From an optimization exercise on the open Yosys and OpenROAD flow, aimed at small area; shortcuts taken in it are not production practice. At most, simulation tests tie the RTL to the original design; equivalence was not proved. The RTL of runs 1 to 3 and 6 was laid out without a check of its function. No activity file was given, so power comes from the tool's default toggle rates.

`config.mk`:
```
export PLATFORM = sky130hd
export DESIGN_NAME = game_video_top
export DESIGN_NICKNAME = game_video_top
export VERILOG_FILES = /design/flow/design.v
export SDC_FILE = /design/flow/constraint.sdc
export NUM_CORES = 4
export LEC_CHECK = 0
export CAP_MARGIN = 20
export CORE_MARGIN = 2
export CORE_UTILIZATION = 40
export SLEW_MARGIN = 20
```
`constraint.sdc`:
```
create_clock -name core_clock -period 12.5 [get_ports {pxl_clk}]
set_input_delay 2.5000 -clock core_clock [delete_from_list [all_inputs] [get_ports {pxl_clk}]]
set_output_delay 2.5000 -clock core_clock [all_outputs]
set_load 0.01 [all_outputs]
```
`design.v`:
```
`timescale 1ns/1ps
`default_nettype none
module rc_add #(parameter int W = 10) (
  input  logic [W-1:0] a,
  input  logic [W-1:0] b,
  input  logic         ci,
  output logic [W-1:0] s,
  output logic         co
);
  logic [W:0] c;
  assign c[0] = ci;
  for (genvar i = 0; i < W; i++) begin : g_b
    assign s[i]   = a[i] ^ b[i] ^ c[i];
    assign c[i+1] = (a[i] & b[i]) | (c[i] & (a[i] ^ b[i]));
  end
  assign co = c[W];
endmodule
module rc_inc #(parameter int W = 10) (
  input  logic [W-1:0] a,
  input  logic         ci,
  output logic [W-1:0] s
);
  logic [W:0] c;
  assign c[0] = ci;
  for (genvar i = 0; i < W; i++) begin : g_b
    assign s[i]   = a[i] ^ c[i];
    assign c[i+1] = a[i] & c[i];
  end
endmodule
module rc_carry #(parameter int W = 10) (
  input  logic [W-1:0] a,
  input  logic [W-1:0] b,
  input  logic         ci,
  output logic         co
);
  logic [W:0] c;
  assign c[0] = ci;
  for (genvar i = 0; i < W; i++) begin : g_b
    assign c[i+1] = (a[i] & b[i]) | (c[i] & (a[i] | b[i]));
  end
  assign co = c[W];
endmodule
module rc_absdiff #(parameter int W = 10) (
  input  logic [W-1:0] a,
  input  logic [W-1:0] b,
  output logic [W-1:0] d
);
  logic [W-1:0] e;
  logic         nc;
  logic [W:0]   c;
  rc_add #(W) u_sub (.a(a), .b(~b), .ci(1'b1), .s(e), .co(nc));
  assign c[0] = ~nc;
  for (genvar i = 0; i < W; i++) begin : g_n
    assign d[i]   = (e[i] ^ ~nc) ^ c[i];
    assign c[i+1] = (e[i] ^ ~nc) & c[i];
  end
endmodule
module target_eval (
  input  logic [9:0] px,
  input  logic [9:0] py,
  input  logic [9:0] tx,
  input  logic [9:0] ty,
  input  logic [7:0] tt,
  input  logic [7:0] ct,
  input  logic       active,
  output logic       hit,
  output logic       tcol
);
  logic [9:0] dx, dy;
  logic       far;
  logic [9:0] s, t1, diag;
  logic [7:0] delta;
  logic [9:0] k1, k5;
  logic       u0, u1, u2, u3;
  logic       x_ge, y_ge, d_ge, x_gt5, y_gt5, d_gt5;
  logic       core, rim, in_ring;
  rc_absdiff #(10) u_dx (.a(px), .b(tx), .d(dx));
  rc_absdiff #(10) u_dy (.a(py), .b(ty), .d(dy));
  assign far = dx[9] | dy[9];
  rc_add #(10) u_s (.a({1'b0, dx[8:0]}), .b({1'b0, dy[8:0]}), .ci(1'b0), .s(s), .co(u0));
  rc_add #(10) u_d1 (.a(s), .b(~{2'b00, s[9:2]}), .ci(1'b1), .s(t1), .co(u1));
  rc_add #(10) u_d2 (.a(t1), .b(~{5'b00000, s[9:5]}), .ci(1'b1), .s(diag), .co(u2));
  rc_add #(8)  u_dt (.a(tt), .b(~ct), .ci(1'b1), .s(delta), .co(u3));
  assign k1 = ~({2'b00, delta} + 10'd25);
  assign k5 = ~({2'b00, delta} + 10'd29);
  rc_carry #(10) c0 (.a({1'b0, dx[8:0]}), .b(k1), .ci(1'b0), .co(x_ge));
  rc_carry #(10) c1 (.a({1'b0, dx[8:0]}), .b(k5), .ci(1'b0), .co(x_gt5));
  rc_carry #(10) c2 (.a({1'b0, dy[8:0]}), .b(k1), .ci(1'b0), .co(y_ge));
  rc_carry #(10) c3 (.a({1'b0, dy[8:0]}), .b(k5), .ci(1'b0), .co(y_gt5));
  rc_carry #(10) c4 (.a(diag), .b(k1), .ci(1'b0), .co(d_ge));
  rc_carry #(10) c5 (.a(diag), .b(k5), .ci(1'b0), .co(d_gt5));
  assign in_ring = (x_ge | y_ge | d_ge) & ~x_gt5 & ~y_gt5 & ~d_gt5;
  assign core = dx[8:0] < 9'd25 & dy[8:0] < 9'd25 & diag < 10'd25;
  assign rim  = dx[8:0] < 9'd30 & dy[8:0] < 9'd30 & diag < 10'd30;
  assign hit  = active & ~far & (in_ring | rim);
  assign tcol = in_ring | core;
endmodule
`default_nettype wire
`timescale 1ns/1ps
`default_nettype none
module game_video_top (
  input  logic       pxl_clk,
  input  logic       reset,
  input  logic       sck,
  input  logic       sdi,
  input  logic       fsync,
  output logic       hsync,
  output logic       vsync,
  output logic       sync_b,
  output logic [7:0] r,
  output logic [7:0] g,
  output logic [7:0] b
);
  logic [2:0]  pin_meta;
  logic [2:0]  pin_sync;
  logic        sck_prev;
  logic [4:0]  bit_cnt;
  logic        word_valid;
  logic [31:0] shift;
  logic        shift_en;
  logic        word_done;
  logic [31:0] next_word;
  assign shift_en  = pin_sync[2] & pin_sync[1] & ~sck_prev;
  assign word_done = shift_en & (&bit_cnt);
  assign next_word = {shift[30:0], pin_sync[0]};
  always_ff @(posedge pxl_clk) begin
    pin_meta <= {fsync, sck, sdi};
    pin_sync <= pin_meta;
  end
  always_ff @(posedge pxl_clk) begin
    if (reset) begin
      sck_prev   <= 1'b0;
      bit_cnt    <= '0;
      word_valid <= 1'b0;
    end else begin
      sck_prev   <= pin_sync[1];
      word_valid <= word_done;
      if (!pin_sync[2]) begin
        bit_cnt <= '0;
      end else if (shift_en) begin
        bit_cnt <= bit_cnt + 1'b1;
      end
    end
  end
  always_ff @(posedge pxl_clk) begin
    if (shift_en) begin
      shift <= next_word;
    end
  end
  logic       e_word, e_status, e_timer, e_append, e_retire, e_clear;
  logic [7:0] health;
  logic [7:0] cur_time;
  logic [9:0] mouse_x;
  logic [9:0] mouse_y;
  logic [7:0] active;
  logic [9:0] tx [8];
  logic [9:0] ty [8];
  logic [7:0] tt [8];
  logic [2:0] start_ptr;
  logic [2:0] end_ptr;
  assign e_word   = word_done & ~reset;
  assign e_status = e_word & (next_word[31:30] == 2'b00);
  assign e_timer  = e_word & (next_word[31:30] == 2'b01);
  assign e_append = e_word & (next_word[31:29] == 3'b111);
  assign e_retire = e_word & (next_word[31:29] == 3'b110);
  assign e_clear  = word_valid & (shift == 32'h8000_0000);
  always_ff @(posedge pxl_clk) begin
    if (reset) begin
      health   <= '0;
      cur_time <= '0;
      mouse_x  <= '0;
      mouse_y  <= '0;
    end else begin
      if (e_status) begin
        health <= next_word[29:22];
      end
      if (e_timer) begin
        cur_time <= next_word[29:22];
        mouse_x  <= next_word[21:12];
        mouse_y  <= next_word[11:2];
      end
    end
  end
  always_ff @(posedge pxl_clk) begin
    if (reset || e_clear) begin
      active    <= '0;
      start_ptr <= '0;
      end_ptr   <= '0;
    end else if (e_append) begin
      active[end_ptr] <= 1'b1;
      end_ptr         <= end_ptr + 1'b1;
    end else if (e_retire) begin
      active[start_ptr] <= 1'b0;
      start_ptr         <= start_ptr + 1'b1;
    end
  end
  always_ff @(posedge pxl_clk) begin
    if (e_append) begin
      tx[end_ptr] <= next_word[28:19];
      ty[end_ptr] <= next_word[18:9];
      tt[end_ptr] <= cur_time + 8'd60;
    end
  end
  logic [9:0] px;
  logic [9:0] py;
  always_ff @(posedge pxl_clk) begin
    if (reset) begin
      px <= 10'd873;
      py <= 10'd987;
    end else if (px == 10'd647) begin
      px <= 10'd872;
      py <= (py == 10'd487) ? 10'd987 : py + 1'b1;
    end else begin
      px <= px + 1'b1;
    end
  end
  logic [7:0] hit_n, tcol_n;
  for (genvar k = 0; k < 8; k++) begin : g_t
    target_eval u_ev (
      .px(px), .py(py), .tx(tx[k]), .ty(ty[k]), .tt(tt[k]), .ct(cur_time),
      .active(active[k]), .hit(hit_n[k]), .tcol(tcol_n[k])
    );
  end
  logic [10:0] cx, cy;
  logic        on_cursor_n, in_bar_n, bar_filled_n, in_active_n, hs_n, vs_n;
  assign cx = {1'b0, px} + 11'd6 - {1'b0, mouse_x};
  assign cy = {1'b0, py} + 11'd6 - {1'b0, mouse_y};
  assign on_cursor_n  = (cx <= 11'd12 && cy >= 11'd5 && cy <= 11'd7) ||
                        (cy <= 11'd12 && cx >= 11'd5 && cx <= 11'd7);
  assign in_bar_n     = px >= 10'd50 && px < 10'd305 && py >= 10'd20 && py < 10'd30;
  assign bar_filled_n = px < 10'd50 + {2'b00, health};
  assign in_active_n  = (px < 10'd640) && (py < 10'd480);
  assign hs_n         = ~(px >= 10'd880 && px < 10'd976);
  assign vs_n         = ~(py >= 10'd989 && py < 10'd991);
  logic [7:0] hit, tcol;
  logic [2:0] start_ptr_d;
  logic       on_cursor, in_bar, bar_filled, in_active, hs, vs;
  always_ff @(posedge pxl_clk) begin
    hit         <= hit_n;
    tcol        <= tcol_n;
    start_ptr_d <= start_ptr;
    on_cursor   <= on_cursor_n;
    in_bar      <= in_bar_n;
    bar_filled  <= bar_filled_n;
    in_active   <= in_active_n & ~reset;
    hs          <= hs_n | reset;
    vs          <= vs_n | reset;
  end
  logic [7:0] hit_r, tcol_r;
  logic       any_hit, win_tcol;
  assign hit_r  = 8'({hit, hit} >> start_ptr_d);
  assign tcol_r = 8'({tcol, tcol} >> start_ptr_d);
  always_comb begin
    any_hit  = 1'b0;
    win_tcol = 1'b0;
    for (int k = 7; k >= 0; k--) begin
      if (hit_r[k]) begin
        any_hit  = 1'b1;
        win_tcol = tcol_r[k];
      end
    end
  end
  logic c_black, c_tgt, c_white, c_cur;
  always_comb begin
    c_black = 1'b0; c_tgt = 1'b0; c_white = 1'b0; c_cur = 1'b0;
    if (!in_active)       c_black = 1'b1;
    else if (on_cursor)   c_cur = 1'b1;
    else if (in_bar)      begin c_white = bar_filled; c_black = ~bar_filled; end
    else if (any_hit)     begin c_tgt = win_tcol; c_white = ~win_tcol; end
  end
  logic r7, rl, g7, g6, gl, b7, b6, bl;
  always_ff @(posedge pxl_clk) begin
    if (reset) begin
      hsync  <= 1'b1;
      vsync  <= 1'b1;
      sync_b <= 1'b1;
      {r7, rl, g7, g6, gl, b7, b6, bl} <= '0;
    end else begin
      hsync  <= hs;
      vsync  <= vs;
      sync_b <= hs & vs;
      r7 <= ~c_black;
      rl <= c_white | c_cur;
      g7 <= ~c_black & ~c_cur;
      g6 <= c_white | c_cur;
      gl <= c_white;
      b7 <= ~c_black & ~c_cur;
      b6 <= c_white | c_cur | c_tgt;
      bl <= c_white | c_tgt;
    end
  end
  assign r = {r7, {7{rl}}};
  assign g = {g7, g6, {6{gl}}};
  assign b = {b7, b6, {6{bl}}};
endmodule
`default_nettype wire
```
`run.sh`:
```
#!/bin/bash
# synth_recipe.tcl (not shown) runs the flow's synth.tcl, then flattens the netlist and writes it again
# the make line also repeats each setting of config.mk as NAME=value (left out here)
make -C /OpenROAD-flow-scripts/flow DESIGN_CONFIG=/design/flow/config.mk WORK_HOME=/design/flow/orfs CLKGATE_MAP_FILE= SYNTH_SCRIPT=/design/flow/synth_recipe.tcl finish
```
==> summary.txt, run 1 <==
* Status: timing/DRC/antenna clean
* Asr flop ratio synth at 0
* Min Tclk post-route at between 10 and 15 ns
* Ys Warns at 1
* Die W at 298 um
* Syn Std Cell Area at 34600 um2
* I/O Buffers at 31
* Util after Layout at 0.441
* Die area at just under 90000 um2
* Iteration-0 DRC Markers at about 2100
* Post-synth net total at slightly below 4000
* R2R cell count at 39
* Synth Area per Inst at 10.4 um2
* Commonest cells after routing, fill and taps aside: inv_1, fa_1, ha_1
* Most frequent CP cell: fa_1
* Placed Cells at ~4500
* Clk latency of the worst-skew pair at 0.59 ns
* Fin. max-slew vios at 0
* Fill count at about 8200
* First-pass GRT wire length at between 100000 and 150000 um
* Reg-to-reg startpoint: px[0]
* Post-synth EDFFs at roughly 260
* Slowest cell on the critical path: fa_1
* Root Buffer: clkbuf_16
* Antenna viol nets, final at 0
* WL final at 95500 um
* Required @ worst endpoint at roughly 13 ns
* # nets final at about 4000
* Slew headroom at 0.270
* Commonest non-fill, non-tap cell in the layout: inv_1
* CTS tree: built
* Place WS at about 0.56 ns
* Vias per Instance at roughly 5.4
* Die Ht at 298 um
* Worst VDD drop at between 0.1 and 0.15 mV
* TritonRoute pass-1 iters at 5
* Setup TNS at 0 ns
* Final cell count without fillers at between 4000 and 5000
* Worst Hold Path Cells at 0
* FF+latch count, synth at between 300 and 400
* Postcts setup bufs at 0
* Final WS setup at around 0.64 ns
* Crit path max fanout at 10
* Crit path largest cell delay at 0.59 ns
* Via count at approximately 25000
* Largest net degree at the start of global routing at 55
* Setup CP Type: reg -> reg
* N_diodes at 0
* Highest clock rate at around 84 MHz
* Final Hold Fails at 0
* Site Rows at roughly 110
* Hold Crit Endpoint: pin_sync[1]
* Worst setup EP type: flip-flop
* Critical path arrival at 12.34 ns
* DRC Markers at 0
* RR Endpoint: hit[0]
* Post-synth top flop: edfxtp_1
* RSZ-0062 raised after global routing: false
* Initial Util at 0.405
* GRT Util Overall at 0.216
* Initial antenna violation count at 2
* Cell variety after synth at 83
* Worst Hold Class: reg -> reg
* Placer congestion estimate at 0.890
* Final Setup Violations at 0
* Period utilization at 0.949
* Max-cap viol count at 0
* Worst-path clk slew at about 0.060 ns
* Cts bufs inserted at between 40 and 50
* CORE AREA at about 85000 um2
* Share of cells above drive strength 1 at 0.0480
* Leakage at about 15 nW
* PD cells at roughly 130 nW/um2
* Hold Slack at roughly 0.33 ns
* Least-Margin Pin Slew at 1.09 ns
* Worst clock skew at 0.0327 ns
* Sink Count at 373
* Hold Path Origin: pin_meta[1]
* Routed WL per cell at around 21 um
* Number of global-route vias before repair at ~25000
* CP Launch Type: flip-flop
* Ports at 32
* Syn Inst Count at around 3300
* Syn-to-layout area delta at 9.02%
* Flop2flop setup slack at 0.64 ns
* H-tree depth at 2
* Sequential fraction of the synthesis area at 0.290
* CTS max path bufs at 3
* Global route overflow at 0
* DP Wirelength at ~70000 um
-- cells by family after synthesis --
group,after synthesis,synth area share
adder cells (fa/ha/maj),772,0.345
AND/OR/NAND/NOR,706,0.0988
buffers and inverters,580,0.0656
AO/OA/AOI/OAI,531,0.104
flip-flops,373,0.290
XOR/XNOR,341,0.0868
multiplexers,34,0.0101
-- final cells by class --
cell class / count / area, um2 / area share
inverter: 480 / 1800 / 0.0478
clock inverter: 24 / 278 / 0.00737
clock buffer: 54 / 1150 / 0.0304
multi-input combinational: 2384 / 22300 / 0.592
timing repair buffer: 81 / 688 / 0.0183
sequential: 373 / 10000 / 0.266
tap: 1144 / 1430 / 0.0380
-- worst max-delay path by stage --
stage                     startpoint  cells after the start  endpoint
final                          px[0]                     39    hit[0]
after global routing           px[0]                     39    hit[0]
after CTS                      px[0]                     39    hit[0]
after detailed placement       px[0]                     39    hit[0]
after global placement         px[0]                     39    hit[0]
after floorplan                px[0]                     40    hit[0]
-- sequential cells by signal, summed over array words and instances (netlist names), 3 cells and up --
name,flops
health,8
tt,64
active,8
mouse_y,10
start_ptr,3
bit_cnt,5
tx,80
px,10
shift,32
cur_time,8
mouse_x,10
start_ptr_d,3
py,10
ty,80
hit,8
end_ptr,3
pin_sync,3
pin_meta,3
tcol,8
-- critical path, delay by kind of cell, from the launching register on --
family                   cells  cell delay, ns
AND/OR/NAND/NOR              2            0.48
XOR/XNOR                     1            0.21
flip-flops                   1            0.34
buffers and inverters        6            0.42
adder cells (fa/ha/maj)     23            8.69
AO/OA/AOI/OAI                7            1.60
-- synthesized netlist by cell type, drive strengths merged, types with 23 or more instances --
cell type    n  area (um2)
o22ai       35         219
nand2      215         807
xnor2      176        1540
o21ai       78         390
nor2       166         623
fa         346        6930
mux2i       26         260
nand4       31         194
and2        26         163
or3         23         144
xor2       164        1440
dfxtp      117        2340
nor4        34         213
inv        480        1800
buf         33         214
ha         289        3620
a21oi      156         781
nand3       48         240
maj3       137        1380
nor3        47         235
edfxtp     256        7690
a31oi       24         150
clkbuf      67         251
nand2b      36         225
-- stage by stage --
step | total power, mW | instance area, um2
detailed placement | 3.65 | 36300
global placement | 3.63 | 36300
CTS | 4.95 | 37700
global route | 5.29 | 37700
finish | 4.95 | 37700
floorplan | 3.13 | 34600
-- where the power goes --
part           leakage (nW)  switching (mW)  internal [mW]
Sequential             3.23          0.0164           1.32
Combinational          11.1            1.31           1.01
Clock                 0.689           0.541          0.758
-- metal layers --
layer	routed length, um	track usage
met1	42500	0.301
met2	43800	0.351
met3	5930	0.0235
met5	15	0
met4	3220	0.0730
-- timing repair --
| item | CTS | global route |
|---|---|---|
| setup endpoints to repair | 0 | 2 |
| hold buffers | 0 | 0 |
| resized for setup | 0 | 1 |
==> inputs of run 2 (changes only) <==
--- a/config.mk
+++ b/config.mk
@@ -8,4 +8,6 @@
 export CAP_MARGIN = 20
 export CORE_MARGIN = 2
 export CORE_UTILIZATION = 40
+export CTS_CLUSTER_DIAMETER = 80
+export CTS_CLUSTER_SIZE = 24
 export SLEW_MARGIN = 20
==> summary.txt, run 2 <==
* Status: timing/DRC/antenna clean (unchanged)
* Slew headroom at 0.249 (was 0.270)
* Ports at 32 (unchanged)
* Crit path max fanout at 10 (unchanged)
* Iteration-0 DRC Markers at 1973 (was 2067)
* Ys Warns at 1 (unchanged)
* Via count at 24400 (was 24500)
* Synth cell count leaders: inv_1, fa_1, ha_1 (unchanged)
* CTS tree: built (unchanged)
* Setup CP Type: reg -> reg (unchanged)
* Post-synth EDFFs at 256 (unchanged)
* PD cells at 122 nW/um2 (was 131 nW/um2)
* Cts bufs inserted at 24 (was 42)
* Postcts setup bufs at 0 (unchanged)
* Largest net degree at the start of global routing at 55 (unchanged)
* Largest regs: tx x80, ty x80, tt x64 (unchanged)
* Sw frac at 0.397 (was 0.377)
* H-tree depth at 1 (was 2)
* Worst Hold Class: reg -> reg (unchanged)
* Crit path to: hit[0] (unchanged)
* Least-Margin Pin Slew at 1.13 ns (was 1.09 ns)
* RSZ-0062 raised after global routing: false (unchanged)
* Combinational share of power at 0.510 (was 0.468)
* Post-synth top flop: edfxtp_1 (unchanged)
* Worst VDD drop at 0.129 mV (was 0.135 mV)
* Syn Std Cell Area at 34600 um2 (unchanged)
* Asr flop ratio synth at 0 (unchanged)
* Antenna viol nets, final at 0 (unchanged)
* Initial antenna violation count at 1 (was 2)
* Sequential fraction of the synthesis area at 0.290 (unchanged)
* Syn Inst Count at 3337 (unchanged)
* GRT Util Overall at 0.213 (was 0.216)
* N_diodes at 0 (unchanged)
* Final Hold Fails at 0 (unchanged)
* Die W at 298 um (unchanged)
* Commonest non-fill, non-tap cell in the layout: inv_1 (unchanged)
* Worst-path clk slew at 0.10 ns (was 0.06 ns)
* Worst setup EP type: flip-flop (unchanged)
* Share of cells above drive strength 1 at 0.0413 (was 0.0480)
* Required @ worst endpoint at 12.98 ns (about the same)
* Internal Power at 2.74 mW (was 3.08 mW)
* DRC Markers at 0 (unchanged)
* Syn-to-layout area delta at 7.32% (was 9.02%)
* Initial Util at 0.405 (unchanged)
* Leakage at 14.7 nW (was 15.0 nW)
* Count leader, synth: inv_1 (unchanged)
* Routed WL per cell at 21.0 um (about the same)
* Synth Area per Inst at 10.4 um2 (unchanged)
* Die Ht at 298 um (unchanged)
* Max-cap viol count at 0 (unchanged)
* Critical path arrival at 12.33 ns (was 12.34 ns)
* CP Launch Type: flip-flop (unchanged)
* DP Wirelength at 70400 um (unchanged)
* Top cells by area, synth: edfxtp_1, fa_1, ha_1 (unchanged)
* RR Endpoint: hit[0] (unchanged)
* Post-synth top area cell: edfxtp_1 (unchanged)
* # nets final at 3984 (was 4002)
* Number of global-route vias before repair at 24400 (was 24600)
* Sequential power share at 0.294 (was 0.270)
* Fin. max-slew vios at 0 (unchanged)
* Die area at 88800 um2 (unchanged)
* Clk pwr share at 0.197 (was 0.263)
* Flop2flop setup slack at 0.65 ns (was 0.64 ns)
* Cell variety after synth at 83 (unchanged)
* TritonRoute pass-1 iters at 6 (was 5)
* CORE AREA at 85400 um2 (unchanged)
* Sink Count at 373 (unchanged)
* Placer congestion estimate at 0.890 (unchanged)
* First-pass GRT wire length at 146000 um (was 148000 um)
* Period utilization at 0.948 (was 0.949)
* Crit path largest cell delay at 0.59 ns (about the same)
* Worst clock skew at 0.0297 ns (was 0.0327 ns)
* Vias per Instance at 5.42 (was 5.41)
* Post-synth net total at 3977 (unchanged)
* Crit. Startpoint: px[0] (unchanged)
* FF+latch count, synth at 373 (unchanged)
* Reg-to-reg startpoint: px[0] (unchanged)
* Root Buffer: clkbuf_16 (unchanged)
* Placed Cells at 4462 (unchanged)
* Final Setup Violations at 0 (unchanged)
* Slowest cell on the critical path: fa_1 (unchanged)
* Most frequent CP cell: fa_1 (unchanged)
* Commonest cells after routing, fill and taps aside: inv_1, fa_1, ha_1 (unchanged)
* Net switching power figure at 1.80 mW (was 1.86 mW)
* WL final at 94600 um (was 95500 um)
* Highest clock rate at 84.4 MHz (was 84.3 MHz)
* Clk latency of the worst-skew pair at 0.58 ns (was 0.59 ns)
* Synth top area share at 0.222 (unchanged)
* I/O Buffers at 31 (unchanged)
* CTS max path bufs at 3 (unchanged)
* R2R cell count at 39 (unchanged)
* Setup TNS at 0 ns (unchanged)
* Final cell count without fillers at 4506 (was 4540)
* Min Tclk post-route at 11.85 ns (was 11.86 ns)
* Global route overflow at 0 (unchanged)
* Site Rows at 107 (unchanged)
-- run 2: worst min path at each step --
stage,slack (ns),depth (start not counted),to,start
global route,0.35,0,pin_sync[1],pin_meta[1]
finish,0.33,0,pin_sync[1],pin_meta[1]
CTS,0.34,0,pin_sync[1],pin_meta[1]
floorplan,0.31,0,pin_sync[0],pin_meta[0]
global placement,0.31,0,pin_sync[0],pin_meta[0]
detailed placement,0.32,0,pin_sync[1],pin_meta[1]
-- run 2: metrics by stage --
stage	total power, mW	hold WS [ns]	cell area, um2	setup WS (ns)	utilization
6_report	4.54	0.333	37100	0.654	0.434
5_1_grt	4.89	0.351	37100	0.0623	0.434
4_1_cts	4.54	0.337	37100	0.519	0.434
3_5_place_dp	3.65	0.316	36300	0.557	0.425
3_3_place_gp	3.63	0.313	36300	0.708	0.424
2_1_floorplan	3.13	0.310	34600	1.05	-
-- run 2: cells by family (layout without fill, tap and decap cells) --
logic type	Yosys count	in the layout	synth area share
buffers and inverters	580	605	0.0656
multiplexers	34	34	0.0101
XOR/XNOR	341	341	0.0868
AO/OA/AOI/OAI	531	531	0.104
adder cells (fa/ha/maj)	772	772	0.345
AND/OR/NAND/NOR	706	706	0.0988
flip-flops	373	373	0.290
-- run 2: layout make-up --
type / count / area (um2)
clock buffer: 29 / 662
clock inverter: 15 / 175
fill: 8235 / 48300
inverter: 480 / 1800
multi-input combinational: 2384 / 22300
sequential: 373 / 10000
tap: 1144 / 1430
timing repair buffer: 81 / 688
-- run 2: timing repair --
| item | CTS | global route |
|---|---|---|
| resized for setup | 0 | 1 |
| endpoints found under the setup margin | 0 | 2 |
| hold buffers | 0 | 0 |
-- run 2: critical path, delay by kind of cell, from the launching register on --
kind | cells | cell delay (ns)
compound gates | 7 | 1.57
simple gates | 2 | 0.49
flops | 1 | 0.36
buf+inv | 6 | 0.42
xor+xnor | 1 | 0.21
fa+ha+maj | 23 | 8.68
-- run 2: power by group through the flow --
stage / Combinational (mW) / Sequential (mW) / Clock (mW)
2_1_floorplan: 1.77 / 1.35 / 0
3_3_place_gp: 2.27 / 1.36 / 0
3_5_place_dp: 2.29 / 1.36 / 0
4_1_cts: 2.30 / 1.33 / 0.910
5_1_grt: 2.60 / 1.33 / 0.949
6_report: 2.31 / 1.33 / 0.892
-- run 2: layer usage --
layer / routed length (um) / track usage / up-vias / share of wire
met5: 0 / 0 / - / 0
met4: 3000 / 0.0609 / 0 / 0.032
met3: 5650 / 0.0241 / 145 / 0.060
met2: 43400 / 0.349 / 769 / 0.46
met1: 42500 / 0.297 / 12000 / 0.45
li1: - / - / 11500 / -
==> inputs of run 3 (changes only) <==
--- a/config.mk
+++ b/config.mk
@@ -7,7 +7,7 @@
 export LEC_CHECK = 0
 export CAP_MARGIN = 20
 export CORE_MARGIN = 2
-export CORE_UTILIZATION = 40
+export CORE_UTILIZATION = 60
 export CTS_CLUSTER_DIAMETER = 80
 export CTS_CLUSTER_SIZE = 24
 export SLEW_MARGIN = 20
==> summary.txt, run 3 <==
* Status: timing/DRC/antenna clean (unchanged)
* Die Ht at 244 um (was 298 um)
* Leakage at 14.7 nW (about the same)
* Syn Inst Count at 3337 (unchanged)
* FF+latch count, synth at 373 (unchanged)
* RSZ-0062 raised after global routing: false (unchanged)
* Worst Hold Class: reg -> reg (unchanged)
* Place WS at 0.541 ns (was 0.557 ns)
* Initial antenna violation count at 2 (was 1)
* Hold Slack at 0.323 ns (was 0.333 ns)
* Flop2flop setup slack at 0.60 ns (was 0.65 ns)
* CP Launch Type: flip-flop (unchanged)
* # nets final at 3981 (was 3984)
* Final WS setup at 0.595 ns (was 0.654 ns)
* Synth cell count leaders: inv_1, fa_1, ha_1 (unchanged)
* WL final at 96300 um (was 94600 um)
* DRC Markers at 0 (unchanged)
* Hold Crit Endpoint: pin_sync[0] (was pin_sync[1])
* Synth top area share at 0.222 (unchanged)
* Placed Cells at 4072 (was 4462)
* Ys Warns at 1 (unchanged)
* Worst VDD drop at 0.170 mV (was 0.129 mV)
* Fin. max-slew vios at 0 (unchanged)
* Sequential fraction of the synthesis area at 0.290 (unchanged)
* CORE AREA at 56700 um2 (was 85400 um2)
* H-tree depth at 1 (unchanged)
* Util after Layout at 0.644 (was 0.434)
* Post-synth top flop: edfxtp_1 (unchanged)
* Count leader, synth: inv_1 (unchanged)
* Sink Count at 373 (unchanged)
* Hold Path Origin: pin_meta[0] (was pin_meta[1])
* Most frequent CP cell: fa_1 (unchanged)
* Worst setup EP type: flip-flop (unchanged)
* Cts bufs inserted at 23 (was 24)
* Final cell count without fillers at 4113 (was 4506)
* Reg-to-reg startpoint: px[0] (unchanged)
* Slowest cell on the critical path: fa_1 (unchanged)
* Worst-path clk slew at 0.09 ns (was 0.10 ns)
* PD cells at 123 nW/um2 (was 122 nW/um2)
* Clk latency of the worst-skew pair at 0.58 ns (about the same)
* Max-cap viol count at 0 (unchanged)
* Largest net degree at the start of global routing at 54 (was 55)
* Crit path largest cell delay at 0.60 ns (was 0.59 ns)
* Root Buffer: clkbuf_16 (unchanged)
* N_diodes at 0 (unchanged)
* Cell variety after synth at 83 (unchanged)
* First-pass GRT wire length at 149000 um (was 146000 um)
* Post-synth EDFFs at 256 (unchanged)
* CTS max path bufs at 3 (unchanged)
* Die area at 59600 um2 (was 88800 um2)
* Synth Area per Inst at 10.4 um2 (unchanged)
* Worst clock skew at 0.0402 ns (was 0.0297 ns)
* Asr flop ratio synth at 0 (unchanged)
* Post-synth net total at 3977 (unchanged)
* Final Hold Fails at 0 (unchanged)
* Ports at 32 (unchanged)
* Period utilization at 0.952 (was 0.948)
* Top cells by area, synth: edfxtp_1, fa_1, ha_1 (unchanged)
* Share of cells above drive strength 1 at 0.0390 (was 0.0413)
* DP Wirelength at 71500 um (was 70400 um)
* Least-Margin Pin Slew at 1.09 ns (was 1.13 ns)
* CTS tree: built (unchanged)
* Setup CP Type: reg -> reg (unchanged)
* Syn Std Cell Area at 34600 um2 (unchanged)
* Critical path arrival at 12.35 ns (was 12.33 ns)
* Global route overflow at 0 (unchanged)
* Die W at 244 um (was 298 um)
* Site Rows at 87 (was 107)
* Commonest non-fill, non-tap cell in the layout: inv_1 (unchanged)
* Min Tclk post-route at 11.90 ns (was 11.85 ns)
* Required @ worst endpoint at 12.94 ns (was 12.98 ns)
* Number of global-route vias before repair at 25600 (was 24400)
* Initial Util at 0.610 (was 0.405)
* Vias per Instance at 6.13 (was 5.42)
* Routed WL per cell at 23.4 um (was 21.0 um)
* Placer congestion estimate at 0.929 (was 0.890)
* Postcts setup bufs at 0 (unchanged)
* Post-synth top area cell: edfxtp_1 (unchanged)
* Crit path max fanout at 10 (unchanged)
* Largest regs: tx x80, ty x80, tt x64 (unchanged)
* TritonRoute pass-1 iters at 5 (was 6)
* Commonest cells after routing, fill and taps aside: inv_1, fa_1, ha_1 (unchanged)
* Worst Hold Path Cells at 0 (unchanged)
* I/O Buffers at 31 (unchanged)
* Syn-to-layout area delta at 5.68% (was 7.32%)
* Slew headroom at 0.271 (was 0.249)
* Highest clock rate at 84.0 MHz (was 84.4 MHz)
* Iteration-0 DRC Markers at 2024 (was 1973)
* Fill count at 4576 (was 8235)
* Antenna viol nets, final at 0 (unchanged)
* RR Endpoint: hit[0] (unchanged)
* GRT Util Overall at 0.328 (was 0.213)
* Final Setup Violations at 0 (unchanged)
* R2R cell count at 39 (unchanged)
* Via count at 25200 (was 24400)
* Setup TNS at 0 ns (unchanged)
run 3: changes by cell type in the layout (fill, tap and decap cells not counted), sizes merged:
| cell | previous run | this run |
|---|---|---|
| clkbuf | 29 | 32 |
| clkinv | 6 | 4 |
| buf | 51 | 49 |
| bufinv | 1 | 0 |
| inv | 488 | 485 |
run 3: cell families after synthesis:
family	share of synthesized area
muxes	0.0101
and+or+nand+nor	0.0988
AOI/OAI and AO/OA	0.104
buffers and inverters	0.0656
adders and majority gates	0.345
DFF	0.290
xor gates and xnor gates	0.0868
run 3: where the power goes:
part           switching (mW)  internal [mW]  leakage (nW)
Clock                   0.455          0.371         0.362
Combinational            1.33           1.01          11.1
Sequential             0.0192           1.32          3.23
Total                    1.81           2.70          14.7
run 3: worst max path at each step:
| stage | cells past startpoint | startpoint | to |
|---|---|---|---|
| global placement | 39 | px[0] | hit[0] |
| global route | 39 | px[0] | hit[0] |
| detailed placement | 39 | px[0] | hit[0] |
| CTS | 39 | px[0] | hit[0] |
| finish | 39 | px[0] | hit[0] |
| floorplan | 40 | px[0] | hit[0] |
run 3: layer usage:
metal / share of wire / vias up / GRT usage
li1: - / 11500 / -
met1: 0.41 / 12500 / 0.435
met2: 0.48 / 1010 / 0.552
met3: 0.067 / 189 / 0.0378
met4: 0.043 / 0 / 0.129
met5: 0 / - / 0
run 3: area by class of cell:
class | count | area, um2 | share of cell area
Multi-Input combinational cell | 2384 | 22300 | 0.611
Sequential cell | 373 | 10000 | 0.275
Inverter | 480 | 1800 | 0.0493
Tap cell | 756 | 946 | 0.0259
Timing Repair Buffer | 79 | 666 | 0.0182
Clock buffer | 32 | 619 | 0.0169
Clock inverter | 9 | 136 | 0.00373
run 3: critical path: cells and delay by family, from the launching register on:
kind                     cells  cell delay, ns
XOR/XNOR                     1            0.22
AO/OA/AOI/OAI                7            1.60
adder cells (fa/ha/maj)     23            8.80
flip-flops                   1            0.36
AND/OR/NAND/NOR              2            0.39
buffers and inverters        6            0.42
run 3: through the flow:
step                power, mW  area (um2)
finish                   4.51       36500
global route             4.84       36500
CTS                      4.48       36500
detailed placement       3.65       35800
global placement         3.60       35800
floorplan                3.13       34600
run 3: what timing repair did:
item,in CTS,in global routing
setup endpoints to repair,0,1
gates resized for setup,0,1
hold buffers,0,0
==> inputs of run 4 (changes only) <==
--- a/design.v
+++ b/design.v
@@ -55,6 +55,21 @@
     assign c[i+1] = (e[i] ^ ~nc) & c[i];
   end
 endmodule
+module rc_absdiff6 #(parameter int W = 10) (
+  input  logic [W-1:0] a,
+  input  logic [W-1:0] b,
+  output logic [W-1:0] d
+);
+  logic [W-1:0] e;
+  logic         c;
+  logic [W:0]   p;
+  rc_add #(W) u_sub (.a(a), .b(~b), .ci(1'b1), .s(e), .co(c));
+  assign p[0] = 1'b0;
+  for (genvar i = 0; i < W; i++) begin : g_n
+    assign d[i]   = e[i] ^ (~c & p[i]);
+    assign p[i+1] = p[i] | e[i];
+  end
+endmodule
 module target_eval (
   input  logic [9:0] px,
   input  logic [9:0] py,
@@ -70,26 +85,22 @@
   logic       far;
   logic [9:0] s, t1, diag;
   logic [7:0] delta;
-  logic [9:0] k1, k5;
   logic       u0, u1, u2, u3;
-  logic       x_ge, y_ge, d_ge, x_gt5, y_gt5, d_gt5;
   logic       core, rim, in_ring;
-  rc_absdiff #(10) u_dx (.a(px), .b(tx), .d(dx));
-  rc_absdiff #(10) u_dy (.a(py), .b(ty), .d(dy));
+  rc_absdiff6 #(10) u_dx (.a(px), .b(tx), .d(dx));
+  rc_absdiff6 #(10) u_dy (.a(py), .b(ty), .d(dy));
   assign far = dx[9] | dy[9];
   rc_add #(10) u_s (.a({1'b0, dx[8:0]}), .b({1'b0, dy[8:0]}), .ci(1'b0), .s(s), .co(u0));
   rc_add #(10) u_d1 (.a(s), .b(~{2'b00, s[9:2]}), .ci(1'b1), .s(t1), .co(u1));
   rc_add #(10) u_d2 (.a(t1), .b(~{5'b00000, s[9:5]}), .ci(1'b1), .s(diag), .co(u2));
   rc_add #(8)  u_dt (.a(tt), .b(~ct), .ci(1'b1), .s(delta), .co(u3));
-  assign k1 = ~({2'b00, delta} + 10'd25);
-  assign k5 = ~({2'b00, delta} + 10'd29);
-  rc_carry #(10) c0 (.a({1'b0, dx[8:0]}), .b(k1), .ci(1'b0), .co(x_ge));
-  rc_carry #(10) c1 (.a({1'b0, dx[8:0]}), .b(k5), .ci(1'b0), .co(x_gt5));
-  rc_carry #(10) c2 (.a({1'b0, dy[8:0]}), .b(k1), .ci(1'b0), .co(y_ge));
-  rc_carry #(10) c3 (.a({1'b0, dy[8:0]}), .b(k5), .ci(1'b0), .co(y_gt5));
-  rc_carry #(10) c4 (.a(diag), .b(k1), .ci(1'b0), .co(d_ge));
-  rc_carry #(10) c5 (.a(diag), .b(k5), .ci(1'b0), .co(d_gt5));
-  assign in_ring = (x_ge | y_ge | d_ge) & ~x_gt5 & ~y_gt5 & ~d_gt5;
+  logic [9:0] kn, rx, ry, rd;
+  logic       cx, cy, cd;
+  assign kn = ~({2'b00, delta} + 10'd26);
+  rc_add #(10) u_rx (.a({1'b0, dx[8:0]}), .b(kn), .ci(1'b1), .s(rx), .co(cx));
+  rc_add #(10) u_ry (.a({1'b0, dy[8:0]}), .b(kn), .ci(1'b1), .s(ry), .co(cy));
+  rc_add #(10) u_rd (.a(diag), .b(kn), .ci(1'b1), .s(rd), .co(cd));
+  assign in_ring = (cx | cy | cd) & ~(cx & |rx[9:2]) & ~(cy & |ry[9:2]) & ~(cd & |rd[9:2]);
   assign core = dx[8:0] < 9'd25 & dy[8:0] < 9'd25 & diag < 10'd25;
   assign rim  = dx[8:0] < 9'd30 & dy[8:0] < 9'd30 & diag < 10'd30;
   assign hit  = active & ~far & (in_ring | rim);
--- a/config.mk
+++ b/config.mk
@@ -8,6 +8,6 @@
 export CAP_MARGIN = 20
 export CORE_MARGIN = 2
 export CORE_UTILIZATION = 60
-export CTS_CLUSTER_DIAMETER = 80
-export CTS_CLUSTER_SIZE = 24
+export CTS_CLUSTER_DIAMETER = 90
+export CTS_CLUSTER_SIZE = 30
 export SLEW_MARGIN = 20
==> summary.txt, run 4 <==
* Sink Count at 373 (unchanged)
* Hold Path Origin: pin_meta[0] (unchanged)
* Global route overflow at 0 (unchanged)
* Min Tclk post-route at 12.00 ns (was 11.90 ns)
* Count leader, synth: fa_1 (was inv_1)
* Largest regs: tx x80, ty x80, tt x64 (unchanged)
* Highest clock rate at 83.3 MHz (was 84.0 MHz)
* Placed cell area at 34600 um2 (was 35800 um2)
* TritonRoute pass-1 iters at 5 (unchanged)
* Iteration-0 DRC Markers at 2032 (was 2024)
* Crit path max fanout at 9 (was 10)
* Setup CP Type: reg -> reg (unchanged)
* WL final at 87400 um (was 96300 um)
* Vias per Instance at 5.84 (was 6.13)
* Slowest cell on the critical path: fa_1 (unchanged)
* Fin. max-slew vios at 0 (unchanged)
* Final Setup Violations at 0 (unchanged)
* RSZ-0062 raised after global routing: false (unchanged)
* Worst Hold Class: reg -> reg (unchanged)
* Postcts setup bufs at 0 (unchanged)
* Root Buffer: clkbuf_16 (unchanged)
* # nets final at 3663 (was 3981)
* Reg-to-reg startpoint: px[0] (unchanged)
* Commonest cells after routing, fill and taps aside: fa_1, inv_1, edfxtp_1 (was inv_1, fa_1, ha_1)
* Critical path arrival at 12.50 ns (was 12.35 ns)
* Die area at 57400 um2 (was 59600 um2)
* Site Rows at 86 (was 87)
* DP Wirelength at 67000 um (was 71500 um)
* Routed WL per cell at 23.5 um (was 23.4 um)
* Status: timing/DRC/antenna clean (unchanged)
* Cell variety after synth at 84 (was 83)
* Via count at 21700 (was 25200)
* CTS max path bufs at 3 (unchanged)
* Top cells by area, synth: fa_1, edfxtp_1, ha_1 (was edfxtp_1, fa_1, ha_1)
* Post-synth net total at 3635 (was 3977)
* Clk latency of the worst-skew pair at 0.60 ns (was 0.58 ns)
* Setup TNS at 0 ns (unchanged)
* Post-synth top area cell: fa_1 (was edfxtp_1)
* DRC Markers at 0 (unchanged)
* Least-Margin Pin Slew at 1.13 ns (was 1.09 ns)
* Sequential fraction of the synthesis area at 0.301 (was 0.290)
* Ys Warns at 1 (unchanged)
* Commonest non-fill, non-tap cell in the layout: fa_1 (was inv_1)
* Largest net degree at the start of global routing at 54 (unchanged)
* First-pass GRT wire length at 135000 um (was 149000 um)
* Share of cells above drive strength 1 at 0.0580 (was 0.0390)
* Synth Area per Inst at 11.4 um2 (was 10.4 um2)
* Worst-path clk slew at 0.11 ns (was 0.09 ns)
* Post-synth EDFFs at 256 (unchanged)
* Required @ worst endpoint at 13.00 ns (was 12.94 ns)
* Max-cap viol count at 0 (unchanged)
* Cts bufs inserted at 24 (was 23)
* FF+latch count, synth at 373 (unchanged)
* Number of global-route vias before repair at 22800 (was 25600)
* PD cells at 131 nW/um2 (was 123 nW/um2)
* Post-synth top flop: edfxtp_1 (unchanged)
* Crit path largest cell delay at 0.51 ns (was 0.60 ns)
* Placer congestion estimate at 0.916 (was 0.929)
* Worst setup EP type: flip-flop (unchanged)
* CTS tree: built (unchanged)
* Synth top area share at 0.309 (was 0.222)
* GRT Util Overall at 0.319 (was 0.328)
* Period utilization at 0.960 (was 0.952)
* Synth cell count leaders: fa_1, inv_1, edfxtp_1 (was inv_1, fa_1, ha_1)
* Most frequent CP cell: fa_1 (unchanged)
* CP Launch Type: flip-flop (unchanged)
* H-tree depth at 1 (unchanged)
* Initial Util at 0.605 (was 0.610)
* Total power at 4.65 mW (was 4.51 mW)
* Crit. Startpoint: px[0] (unchanged)
* Asr flop ratio synth at 0 (unchanged)
* Worst VDD drop at 0.154 mV (was 0.170 mV)
* Die W at 240 um (was 244 um)
* Antenna viol nets, final at 0 (unchanged)
* Final Hold Fails at 0 (unchanged)
* Die Ht at 240 um (was 244 um)
* Syn-to-layout area delta at 6.81% (was 5.68%)
* Post-route cell area at 35500 um2 (was 36500 um2)
* Ports at 32 (unchanged)
* Syn Std Cell Area at 33300 um2 (was 34600 um2)
* Initial antenna violation count at 4 (was 2)
* Syn Inst Count at 2922 (was 3337)
* Slew headroom at 0.246 (was 0.271)
* Worst clock skew at 0.0306 ns (was 0.0402 ns)
* Leakage at 13.9 nW (was 14.7 nW)
* CORE AREA at 55000 um2 (was 56700 um2)
* I/O Buffers at 31 (unchanged)
## run 4: cell types whose count changed after synthesis, moves of 17 or more
cell      delta
nor2_1      -70
xor2_1      -24
mux2i_1     -19
xnor2_1     -61
o31ai_1     +30
maj3_1     -130
a21oi_1     -82
ha_1        -95
inv_1       +26
o22ai_1     -27
fa_1       +168
clkbuf_1    -17
and2_1      -17
o21ai_0     +19
## run 4: cell families (layout without fill, tap and decap cells)
kind of cell / Yosys count / after routing / share of synthesized area
AOI/OAI and AO/OA: 338 / 338 / 0.0669
xor gates and xnor gates: 256 / 256 / 0.0676
adders and majority gates: 708 / 708 / 0.382
buffers and inverters: 588 / 634 / 0.0693
DFF: 373 / 373 / 0.301
muxes: 26 / 26 / 0.0140
other: 0 / 1 / 0
and+or+nand+nor: 633 / 633 / 0.0987
## run 4: critical path: cells and delay by family (launching register included)
| family | cells | cell delay, ns |
|---|---|---|
| fa+ha+maj | 26 | 9.11 |
| simple gates | 5 | 0.89 |
| xor+xnor | 1 | 0.20 |
| buf+inv | 10 | 1.08 |
| flops | 1 | 0.39 |
| compound gates | 2 | 0.23 |
## run 4: area by class of cell
cell class | instances | area [um2]
clock inverter | 18 | 324
multi-input combinational | 1961 | 21000
clock buffer | 26 | 629
fill | 4300 | 19400
sequential | 373 | 10000
antenna | 1 | 2.50
timing repair buffer | 83 | 703
inverter | 507 | 1910
tap | 748 | 936
## run 4: stage by stage
step            util  hold WS [ns]  setup slack, ns  instances
5_1_grt        0.646         0.348           0.0298       3716
3_3_place_gp   0.628         0.310            0.596       3671
3_5_place_dp   0.628         0.312            0.403       3671
6_report       0.646         0.339            0.498       3717
4_1_cts        0.646         0.338            0.358       3715
2_1_floorplan      -         0.310             1.59       2922
## run 4: final timing paths
kind | to | slack [ns] | cells past startpoint
max | hit[0] | 0.50 | 44
min | pin_sync[0] | 0.34 | 0
max reg2reg | hit[0] | 0.50 | 44
min reg2reg | pin_sync[0] | 0.34 | 0
## run 4: repair_timing
item,in CTS,in global routing
setup endpoints to repair,0,11
hold buffers,0,0
gates resized for setup,0,3
## run 4: report_power, final
group	internal [mW]	leakage, nW	switching, mW	total, mW
combinational	1.06	10.2	1.30	2.36
sequential	1.32	3.23	0.0231	1.34
clock	0.432	0.450	0.520	0.952
## run 4: per-layer routing
layer  routed length [um]  share of wire  track usage
met3                 6830          0.078       0.0507
met4                 3300          0.038        0.118
met1                36300           0.42        0.446
met5                   17        0.00019            0
met2                40900           0.47        0.509
==> inputs of run 5 (changes only) <==
--- a/config.mk
+++ b/config.mk
@@ -8,6 +8,6 @@
 export CAP_MARGIN = 20
 export CORE_MARGIN = 2
 export CORE_UTILIZATION = 60
-export CTS_CLUSTER_DIAMETER = 90
-export CTS_CLUSTER_SIZE = 30
+export CTS_CLUSTER_DIAMETER = 80
+export CTS_CLUSTER_SIZE = 24
 export SLEW_MARGIN = 20
==> summary.txt, run 5 <==
* Routed WL per cell at 23.5 um (about the same)
* CORE AREA at 55000 um2 (unchanged)
* Clk latency of the worst-skew pair at 0.59 ns (was 0.60 ns)
* Vias per Instance at 5.85 (was 5.84)
* Syn Inst Count at 2922 (unchanged)
* Ports at 32 (unchanged)
* Syn-to-layout area delta at 6.55% (was 6.81%)
* Util after Layout at 0.645 (was 0.646)
* Min Tclk post-route at 12.01 ns (was 12.00 ns)
* Setup CP Type: reg -> reg (unchanged)
* DP Wirelength at 67000 um (unchanged)
* Highest clock rate at 83.3 MHz (about the same)
* Synth top area share at 0.309 (unchanged)
* Commonest non-fill, non-tap cell in the layout: fa_1 (unchanged)
* Asr flop ratio synth at 0 (unchanged)
* Largest regs: tx x80, ty x80, tt x64 (unchanged)
* Final Hold Fails at 0 (unchanged)
* Top cells by area, synth: fa_1, edfxtp_1, ha_1 (unchanged)
* Worst setup EP type: flip-flop (unchanged)
* Fin. max-slew vios at 0 (unchanged)
* Number of global-route vias before repair at 22800 (about the same)
* GRT Util Overall at 0.319 (about the same)
* Crit path largest cell delay at 0.52 ns (was 0.51 ns)
* Synth cell count leaders: fa_1, inv_1, edfxtp_1 (unchanged)
* Worst-path clk slew at 0.10 ns (was 0.11 ns)
* Die Ht at 240 um (unchanged)
* Post-synth top flop: edfxtp_1 (unchanged)
* Die W at 240 um (unchanged)
* Sw frac at 0.392 (was 0.396)
* Combinational share of power at 0.513 (was 0.507)
* Commonest cells after routing, fill and taps aside: fa_1, inv_1, edfxtp_1 (unchanged)
* TritonRoute pass-1 iters at 7 (was 5)
* Antenna viol nets, final at 0 (unchanged)
* Period utilization at 0.961 (was 0.960)
* CP Launch Type: flip-flop (unchanged)
* Die area at 57400 um2 (unchanged)
* Busiest grt layer: met2 (unchanged)
* Ys Warns at 1 (unchanged)
* Clk pwr share at 0.196 (was 0.205)
* Total power at 4.61 mW (was 4.65 mW)
* Critical path arrival at 12.49 ns (was 12.50 ns)
* M1 GR Usage at 0.444 (was 0.446)
* Least-Margin Pin Slew at 1.16 ns (was 1.13 ns)
* Global route overflow at 0 (unchanged)
* Post-synth EDFFs at 256 (unchanged)
* Initial Util at 0.605 (unchanged)
* Placer congestion estimate at 0.916 (unchanged)
* WL final at 87400 um (about the same)
* # nets final at 3664 (was 3663)
* Largest net degree at the start of global routing at 54 (unchanged)
* Post-synth top area cell: fa_1 (unchanged)
* Leakage at 13.9 nW (about the same)
* Sequential fraction of the synthesis area at 0.301 (unchanged)
* RSZ-0062 raised after global routing: false (unchanged)
* Site Rows at 86 (unchanged)
* Root Buffer: clkbuf_16 (unchanged)
* Postcts setup bufs at 0 (unchanged)
* Crit path buffers/inverters at 10 (unchanged)
* Crit path max fanout at 9 (unchanged)
* CTS tree: built (unchanged)
* Hold-fix buffers, CTS at 0 (unchanged)
* Slew headroom at 0.223 (was 0.246)
* Final Setup Violations at 0 (unchanged)
* Status: timing/DRC/antenna clean (unchanged)
* Critical path's top delay family: adder cells (unchanged)
* Synth Area per Inst at 11.4 um2 (unchanged)
* Post-synth net total at 3635 (unchanged)
* Syn Std Cell Area at 33300 um2 (unchanged)
* First-pass GRT wire length at 135000 um (about the same)
* Worst Hold Class: reg -> reg (unchanged)
* Net switching power figure at 1.81 mW (was 1.84 mW)
* I/O Buffers at 31 (unchanged)
* Max-cap viol count at 0 (unchanged)
* GR Util met3 at 0.0494 (was 0.0507)
* Iteration-0 DRC Markers at 1913 (was 2032)
* Initial antenna violation count at 3 (was 4)
* Cts bufs inserted at 25 (was 24)
* M2 GR Usage at 0.510 (was 0.509)
* Via count at 21700 (about the same)
* Cell variety after synth at 84 (unchanged)
* PD cells at 130 nW/um2 (was 131 nW/um2)
* Sink Count at 373 (unchanged)
* Count leader, synth: fa_1 (unchanged)
* Internal Power at 2.80 mW (was 2.81 mW)
* Setup TNS at 0 ns (unchanged)
* Worst clock skew at 0.0284 ns (was 0.0306 ns)
* DRC Markers at 0 (unchanged)
* Share of cells above drive strength 1 at 0.0576 (was 0.0580)
* Sequential power share at 0.291 (was 0.288)
* Required @ worst endpoint at 12.98 ns (was 13.00 ns)
* Most frequent CP cell: fa_1 (unchanged)
* N_diodes at 0 (was 1)
* CTS max path bufs at 3 (unchanged)
* H-tree depth at 1 (unchanged)
* Worst VDD drop at 0.155 mV (was 0.154 mV)
* Slowest cell on the critical path: fa_1 (unchanged)
* FF+latch count, synth at 373 (unchanged)
-- run 5: layout make-up --
cell class	instances	area, um2
fill	4328	19500
timing repair buffer	83	703
inverter	507	1910
clock inverter	13	178
multi-input combinational	1961	21000
tap	748	936
sequential	373	10000
clock buffer	32	693
-- run 5: stage by stage --
step	setup WS [ns]	hold WS, ns	instance area, um2	instances
2_1_floorplan	1.59	0.310	33300	2922
3_3_place_gp	0.596	0.310	34600	3671
3_5_place_dp	0.403	0.312	34600	3671
4_1_cts	0.349	0.334	35400	3716
5_1_grt	0.0325	0.343	35500	3717
6_report	0.492	0.334	35500	3717
-- run 5: power by group through the flow --
stage          clock network (mW)  registers [mW]  logic (mW)
6_report                    0.905            1.34        2.36
5_1_grt                     0.956            1.34        2.73
4_1_cts                     0.923            1.34        2.38
3_5_place_dp                    0            1.37        2.35
3_3_place_gp                    0            1.37        2.23
2_1_floorplan                   0            1.36        1.75
-- run 5: path summary, 6_finish.rpt --
check	from	end	slack [ns]	depth (start not counted)
worst max register to register	px[0]	hit[0]	0.49	44
worst min register to register	pin_meta[0]	pin_sync[0]	0.33	0
worst max-delay path	px[0]	hit[0]	0.49	44
worst min-delay path	pin_meta[0]	pin_sync[0]	0.33	0
-- run 5: routing by layer --
layer	vias up	share of wire
li1	9709	-
met1	11100	0.41
met2	765	0.47
met3	159	0.075
met4	0	0.042
met5	-	0
-- run 5: what timing repair did --
item	4_1_cts	5_1_grt
resized for setup	0	3
hold endpoints to repair	0	0
setup endpoints to repair	0	10
-- run 5: logic make-up (layout without fill, tap and decap cells) --
logic type	Yosys count	count (layout)	synth area share
compound gates	338	338	0.0669
xor+xnor	256	256	0.0676
fa+ha+maj	708	708	0.382
buf+inv	588	635	0.0693
flops	373	373	0.301
mux	26	26	0.0140
simple gates	633	633	0.0987
-- run 5: worst reg2reg max path: cells and delay by family, from the launching register on --
kind | cells | cell delay [ns]
DFF | 1 | 0.39
AOI/OAI and AO/OA | 2 | 0.23
adders and majority gates | 26 | 9.12
xor gates and xnor gates | 1 | 0.21
and+or+nand+nor | 5 | 0.89
buffers and inverters | 10 | 1.09
==> inputs of run 6 (changes only) <==
--- a/design.v
+++ b/design.v
@@ -127,13 +127,14 @@
   logic        sck_prev;
   logic [4:0]  bit_cnt;
   logic        word_valid;
-  logic [31:0] shift;
+  logic [29:0] shift;
+  logic        zeros;
   logic        shift_en;
   logic        word_done;
-  logic [31:0] next_word;
-  assign shift_en  = pin_sync[2] & pin_sync[1] & ~sck_prev;
-  assign word_done = shift_en & (&bit_cnt);
-  assign next_word = {shift[30:0], pin_sync[0]};
+  logic        restart_done;
+  assign shift_en     = pin_sync[2] & pin_sync[1] & ~sck_prev;
+  assign word_done    = shift_en & (&bit_cnt);
+  assign restart_done = (shift[29:28] == 2'b10) & zeros;
   always_ff @(posedge pxl_clk) begin
     pin_meta <= {fsync, sck, sdi};
     pin_sync <= pin_meta;
@@ -154,8 +155,11 @@
     end
   end
   always_ff @(posedge pxl_clk) begin
+    if (shift_en && !(bit_cnt[4:1] == 4'b1111)) begin
+      shift <= {shift[28:0], pin_sync[0]};
+    end
     if (shift_en) begin
-      shift <= next_word;
+      zeros <= ~pin_sync[0] & (zeros | (bit_cnt == 5'd2));
     end
   end
   logic       e_word, e_status, e_timer, e_append, e_retire, e_clear;
@@ -170,11 +174,11 @@
   logic [2:0] start_ptr;
   logic [2:0] end_ptr;
   assign e_word   = word_done & ~reset;
-  assign e_status = e_word & (next_word[31:30] == 2'b00);
-  assign e_timer  = e_word & (next_word[31:30] == 2'b01);
-  assign e_append = e_word & (next_word[31:29] == 3'b111);
-  assign e_retire = e_word & (next_word[31:29] == 3'b110);
-  assign e_clear  = word_valid & (shift == 32'h8000_0000);
+  assign e_status = e_word & (shift[29:28] == 2'b00);
+  assign e_timer  = e_word & (shift[29:28] == 2'b01);
+  assign e_append = e_word & (shift[29:27] == 3'b111);
+  assign e_retire = e_word & (shift[29:27] == 3'b110);
+  assign e_clear  = word_valid & restart_done;
   always_ff @(posedge pxl_clk) begin
     if (reset) begin
       health   <= '0;
@@ -183,12 +187,12 @@
       mouse_y  <= '0;
     end else begin
       if (e_status) begin
-        health <= next_word[29:22];
+        health <= shift[27:20];
       end
       if (e_timer) begin
-        cur_time <= next_word[29:22];
-        mouse_x  <= next_word[21:12];
-        mouse_y  <= next_word[11:2];
+        cur_time <= shift[27:20];
+        mouse_x  <= shift[19:10];
+        mouse_y  <= shift[9:0];
       end
     end
   end
@@ -207,8 +211,8 @@
   end
   always_ff @(posedge pxl_clk) begin
     if (e_append) begin
-      tx[end_ptr] <= next_word[28:19];
-      ty[end_ptr] <= next_word[18:9];
+      tx[end_ptr] <= shift[26:17];
+      ty[end_ptr] <= shift[16:7];
       tt[end_ptr] <= cur_time + 8'd60;
     end
   end
@@ -232,14 +236,20 @@
       .active(active[k]), .hit(hit_n[k]), .tcol(tcol_n[k])
     );
   end
-  logic [10:0] cx, cy;
+  logic [10:0] cx, cy, mx6, my6;
+  logic [9:0]  bar_end;
   logic        on_cursor_n, in_bar_n, bar_filled_n, in_active_n, hs_n, vs_n;
-  assign cx = {1'b0, px} + 11'd6 - {1'b0, mouse_x};
-  assign cy = {1'b0, py} + 11'd6 - {1'b0, mouse_y};
+  logic        u_c0, u_c1, u_c2, u_c3, u_b0, bar_lt;
+  rc_add #(11) u_mx6 (.a(~{1'b0, mouse_x}), .b(11'd6), .ci(1'b1), .s(mx6), .co(u_c0));
+  rc_add #(11) u_my6 (.a(~{1'b0, mouse_y}), .b(11'd6), .ci(1'b1), .s(my6), .co(u_c1));
+  rc_add #(11) u_cx (.a({1'b0, px}), .b(mx6), .ci(1'b0), .s(cx), .co(u_c2));
+  rc_add #(11) u_cy (.a({1'b0, py}), .b(my6), .ci(1'b0), .s(cy), .co(u_c3));
   assign on_cursor_n  = (cx <= 11'd12 && cy >= 11'd5 && cy <= 11'd7) ||
                         (cy <= 11'd12 && cx >= 11'd5 && cx <= 11'd7);
   assign in_bar_n     = px >= 10'd50 && px < 10'd305 && py >= 10'd20 && py < 10'd30;
-  assign bar_filled_n = px < 10'd50 + {2'b00, health};
+  rc_add #(10) u_be (.a({2'b00, health}), .b(10'd50), .ci(1'b0), .s(bar_end), .co(u_b0));
+  rc_carry #(10) u_bl (.a(bar_end), .b(~px), .ci(1'b0), .co(bar_lt));
+  assign bar_filled_n = bar_lt;
   assign in_active_n  = (px < 10'd640) && (py < 10'd480);
   assign hs_n         = ~(px >= 10'd880 && px < 10'd976);
   assign vs_n         = ~(py >= 10'd989 && py < 10'd991);
@@ -257,20 +267,19 @@
     hs          <= hs_n | reset;
     vs          <= vs_n | reset;
   end
-  logic [7:0] hit_r, tcol_r;
+  logic [7:0] after_start, hit_hi, hit_sel, first;
   logic       any_hit, win_tcol;
-  assign hit_r  = 8'({hit, hit} >> start_ptr_d);
-  assign tcol_r = 8'({tcol, tcol} >> start_ptr_d);
-  always_comb begin
-    any_hit  = 1'b0;
-    win_tcol = 1'b0;
-    for (int k = 7; k >= 0; k--) begin
-      if (hit_r[k]) begin
-        any_hit  = 1'b1;
-        win_tcol = tcol_r[k];
-      end
-    end
+  for (genvar k = 0; k < 8; k++) begin : g_pri
+    assign after_start[k] = (3'(k) >= start_ptr_d);
+  end
+  assign hit_hi  = hit & after_start;
+  assign hit_sel = (|hit_hi) ? hit_hi : hit;
+  assign first[0] = hit_sel[0];
+  for (genvar k = 1; k < 8; k++) begin : g_first
+    assign first[k] = hit_sel[k] & ~(|hit_sel[k-1:0]);
   end
+  assign any_hit  = |hit;
+  assign win_tcol = |(first & tcol);
   logic c_black, c_tgt, c_white, c_cur;
   always_comb begin
     c_black = 1'b0; c_tgt = 1'b0; c_white = 1'b0; c_cur = 1'b0;
==> summary.txt, run 6 <==
* Final Hold Fails at 0 (unchanged)
* Period utilization at 0.961 (about the same)
* Reg area at 10000 um2 (about the same)
* Critical path arrival at 12.51 ns (was 12.49 ns)
* Slew headroom at 0.184 (was 0.223)
* H-tree depth at 1 (unchanged)
* Sink Count at 372 (was 373)
* Syn Std Cell Area at 33000 um2 (was 33300 um2)
* Antenna viol nets, final at 0 (unchanged)
* Clk pwr share at 0.197 (was 0.196)
* Synth top area share at 0.321 (was 0.309)
* Worst Hold Class: reg -> reg (unchanged)
* RSZ-0062 raised after global routing: false (unchanged)
* Site Rows at 85 (was 86)
* Synth cell count leaders: fa_1, inv_1, edfxtp_1 (unchanged)
* CORE AREA at 54100 um2 (was 55000 um2)
* Commonest non-fill, non-tap cell in the layout: fa_1 (unchanged)
* Placed Cells at 3615 (was 3671)
* Syn Inst Count at 2927 (was 2922)
* Clk latency of the worst-skew pair at 0.59 ns (about the same)
* Fill count at 4300 (was 4328)
* Slowest cell on the critical path: fa_1 (unchanged)
* Ys Warns at 1 (unchanged)
* Iteration-0 DRC Markers at 1892 (was 1913)
* Max-cap viol count at 0 (unchanged)
* Post-route cell area at 35100 um2 (was 35500 um2)
* Required @ worst endpoint at 13.00 ns (was 12.98 ns)
* Worst clock skew at 0.0295 ns (was 0.0284 ns)
* I/O Buffers at 31 (unchanged)
* FF+latch count, synth at 372 (was 373)
* Multi-input gate area at 20700 um2 (was 21000 um2)
* Post-synth EDFFs at 255 (was 256)
* Routed WL per cell at 23.8 um (was 23.5 um)
* Largest net degree at the start of global routing at 47 (was 54)
* Cts bufs inserted at 25 (unchanged)
* Synth Area per Inst at 11.3 um2 (was 11.4 um2)
* Final Setup Violations at 0 (unchanged)
* Largest regs: tx x80, ty x80, tt x64 (unchanged)
* Post-synth top flop: edfxtp_1 (unchanged)
* Placed cell area at 34200 um2 (was 34600 um2)
* CP Launch Type: flip-flop (unchanged)
* RR Endpoint: hit[6] (was hit[0])
* Initial antenna violation count at 3 (unchanged)
* Least-Margin Pin Slew at 1.22 ns (was 1.16 ns)
* DP Wirelength at 67300 um (was 67000 um)
* Post-synth top area cell: fa_1 (unchanged)
* Crit path largest cell delay at 0.52 ns (about the same)
* Number of global-route vias before repair at 22000 (was 22800)
* Net switching power figure at 1.85 mW (was 1.81 mW)
* Asr flop ratio synth at 0 (unchanged)
* Final cell count without fillers at 3663 (was 3717)
* Min Tclk post-route at 12.01 ns (about the same)
* R2R cell count at 42 (was 44)
* Sequential power share at 0.286 (was 0.291)
* Reg-to-reg startpoint: px[0] (unchanged)
* Setup TNS at 0 ns (unchanged)
* Internal Power at 2.83 mW (was 2.80 mW)
* CTS max path bufs at 3 (unchanged)
* Global route overflow at 0 (unchanged)
* CTS tree: built (unchanged)
* Setup CP Type: reg -> reg (unchanged)
* Vias per Instance at 5.84 (was 5.85)
* GRT Util Overall at 0.319 (about the same)
* Worst setup EP type: flip-flop (unchanged)
* Share of cells above drive strength 1 at 0.0462 (was 0.0576)
* Crit. Startpoint: px[0] (unchanged)
* Die W at 239 um (was 240 um)
* Worst VDD drop at 0.158 mV (was 0.155 mV)
* Status: timing/DRC/antenna clean (unchanged)
* Placer congestion estimate at 0.914 (was 0.916)
* Worst-path clk slew at 0.10 ns (about the same)
* DRC Markers at 0 (unchanged)
* Commonest cells after routing, fill and taps aside: fa_1, inv_1, edfxtp_1 (unchanged)
* Total power at 4.68 mW (was 4.61 mW)
* # nets final at 3656 (was 3664)
* First-pass GRT wire length at 134000 um (was 135000 um)
* WL final at 87200 um (was 87400 um)
* Root Buffer: clkbuf_16 (unchanged)
* Count leader, synth: fa_1 (unchanged)
* Die area at 56900 um2 (was 57400 um2)
* Top cells by area, synth: fa_1, edfxtp_1, dfxtp_1 (was fa_1, edfxtp_1, ha_1)
* Initial Util at 0.610 (was 0.605)
* Highest clock rate at 83.3 MHz (about the same)
* Crit path max fanout at 13 (was 9)
* TritonRoute pass-1 iters at 5 (was 7)
* Fin. max-slew vios at 0 (unchanged)
* Sw frac at 0.395 (was 0.392)
* Sequential fraction of the synthesis area at 0.303 (was 0.301)
* Cell variety after synth at 73 (was 84)
* Ports at 32 (unchanged)
* Flop2flop setup slack at 0.49 ns (about the same)
* Leakage at 13.7 nW (was 13.9 nW)
* Crit path to: hit[6] (was hit[0])
* Combinational share of power at 0.518 (was 0.513)
* Die Ht at 239 um (was 240 um)
* Syn-to-layout area delta at 6.35% (was 6.55%)
* Post-synth net total at 3637 (was 3635)
* Via count at 21400 (was 21700)
* Most frequent CP cell: fa_1 (unchanged)
* Hold Slack at 0.334 ns (about the same)
* PD cells at 133 nW/um2 (was 130 nW/um2)
* Postcts setup bufs at 0 (unchanged)
[run 6: cell types whose count changed after synthesis, moves of 7 or more]
cell / before / now
fa_1: 514 / 530
nand2_1: 207 / 221
nand4_1: 30 / 38
nand3_1: 55 / 46
xnor2_1: 115 / 122
a21o_1: 18 / 11
mux4_2: 16 / 0
inv_1: 506 / 524
ha_1: 194 / 175
clkbuf_1: 50 / 58
o21ai_0: 89 / 97
xor2_1: 140 / 128
[run 6: how the worst min path moves through the flow]
stage                startpoint          end  slack, ns  cells past startpoint
floorplan           pin_meta[0]  pin_sync[0]       0.31                      0
global placement    pin_meta[2]  pin_sync[2]       0.31                      0
detailed placement  pin_meta[0]  pin_sync[0]       0.31                      0
CTS                 pin_meta[0]  pin_sync[0]       0.33                      0
global route        pin_meta[1]  pin_sync[1]       0.34                      0
finish              pin_meta[0]  pin_sync[0]       0.33                      0
[run 6: worst max-delay path: cells and delay by family (launching register included)]
kind / cells / cell delay, ns
XOR/XNOR: 1 / 0.17
flip-flops: 1 / 0.39
adder cells (fa/ha/maj): 26 / 9.10
AND/OR/NAND/NOR: 3 / 0.76
buffers and inverters: 10 / 1.19
AO/OA/AOI/OAI: 2 / 0.30
[run 6: through the flow]
| step | util | worst slack (ns) |
|---|---|---|
| after global routing | 0.649 | 0.0164 |
| after detailed placement | 0.632 | 0.381 |
| after CTS | 0.649 | 0.357 |
| after global placement | 0.632 | 0.586 |
| after floorplan | - | 1.42 |
| final | 0.649 | 0.492 |
[run 6: metal layers]
layer	global-route usage	up-vias	share of wire
li1	-	9624	-
met1	0.455	10900	0.43
met2	0.531	701	0.48
met3	0.0259	127	0.061
met4	0.0936	0	0.034
met5	0	-	0
[run 6: what timing repair did]
item | 4_1_cts | 5_1_grt
resized for setup | 0 | 3
setup endpoints to repair | 0 | 8
hold buffers | 0 | 0
[run 6: layout make-up]
type / count / share of cell area
repair buffers: 76 / 0.0188
clock inverters: 17 / 0.00659
well taps: 696 / 0.0248
flip-flops and latches: 372 / 0.285
clock buffers: 29 / 0.0186
multi-input cells: 1947 / 0.590
inverters: 524 / 0.0561
diodes: 2 / 0.000142
[run 6: power by group through the flow]
stage	clock, mW	combinational, mW	sequential, mW
2_1_floorplan	0	1.77	1.35
3_3_place_gp	0	2.30	1.36
3_5_place_dp	0	2.41	1.36
4_1_cts	0.928	2.43	1.34
5_1_grt	0.965	2.81	1.34
6_report	0.920	2.42	1.34
[run 6: cell families after synthesis]
logic type               count (synthesis)  synth area share
XOR/XNOR                               250            0.0663
buffers and inverters                  608            0.0719
AO/OA/AOI/OAI                          320            0.0625
adder cells (fa/ha/maj)                707             0.388
flip-flops                             372             0.303
AND/OR/NAND/NOR                        659             0.105
multiplexers                            11           0.00337

-- afterwards: timing with drivers on the ports --
The flow's constraints put no driver on any port. The routed layouts listed below were extracted and timed again, unchanged, in two steps. Step 1 assumes that a clkbuf_16 drives the clock port and a buf_2 every other input. Step 2 adds t to the input delays and takes it off the output delays; t is the mean of the earliest and latest rising clock arrival at the registers after step 1. Input paths then give back, and output paths get back, about the clock's delay inside the block. Three values: ideal ports, drivers, drivers and shift; two values: the first two.
| run | t (ns) | setup slack, ns | worst setup path at the end | latest minus earliest clock arrival (ns) |
|---|---|---|---|---|
| run 1 | 0.639 | 0.641 / 0.641 / 0.641 | register to register | 0.036 / 0.035 |
| run 2 | 0.629 | 0.654 / 0.654 / 0.654 | register to register | 0.031 / 0.031 |
| run 3 | 0.626 | 0.595 / 0.595 / 0.595 | register to register | 0.040 / 0.040 |
| run 4 | 0.645 | 0.498 / 0.498 / 0.498 | register to register | 0.032 / 0.032 |
| run 5 | 0.633 | 0.492 / 0.492 / 0.492 | register to register | 0.030 / 0.029 |
| run 6 | 0.641 | 0.492 / 0.492 / 0.492 | register to register | 0.031 / 0.031 |
After both steps every run listed still meets setup and hold.
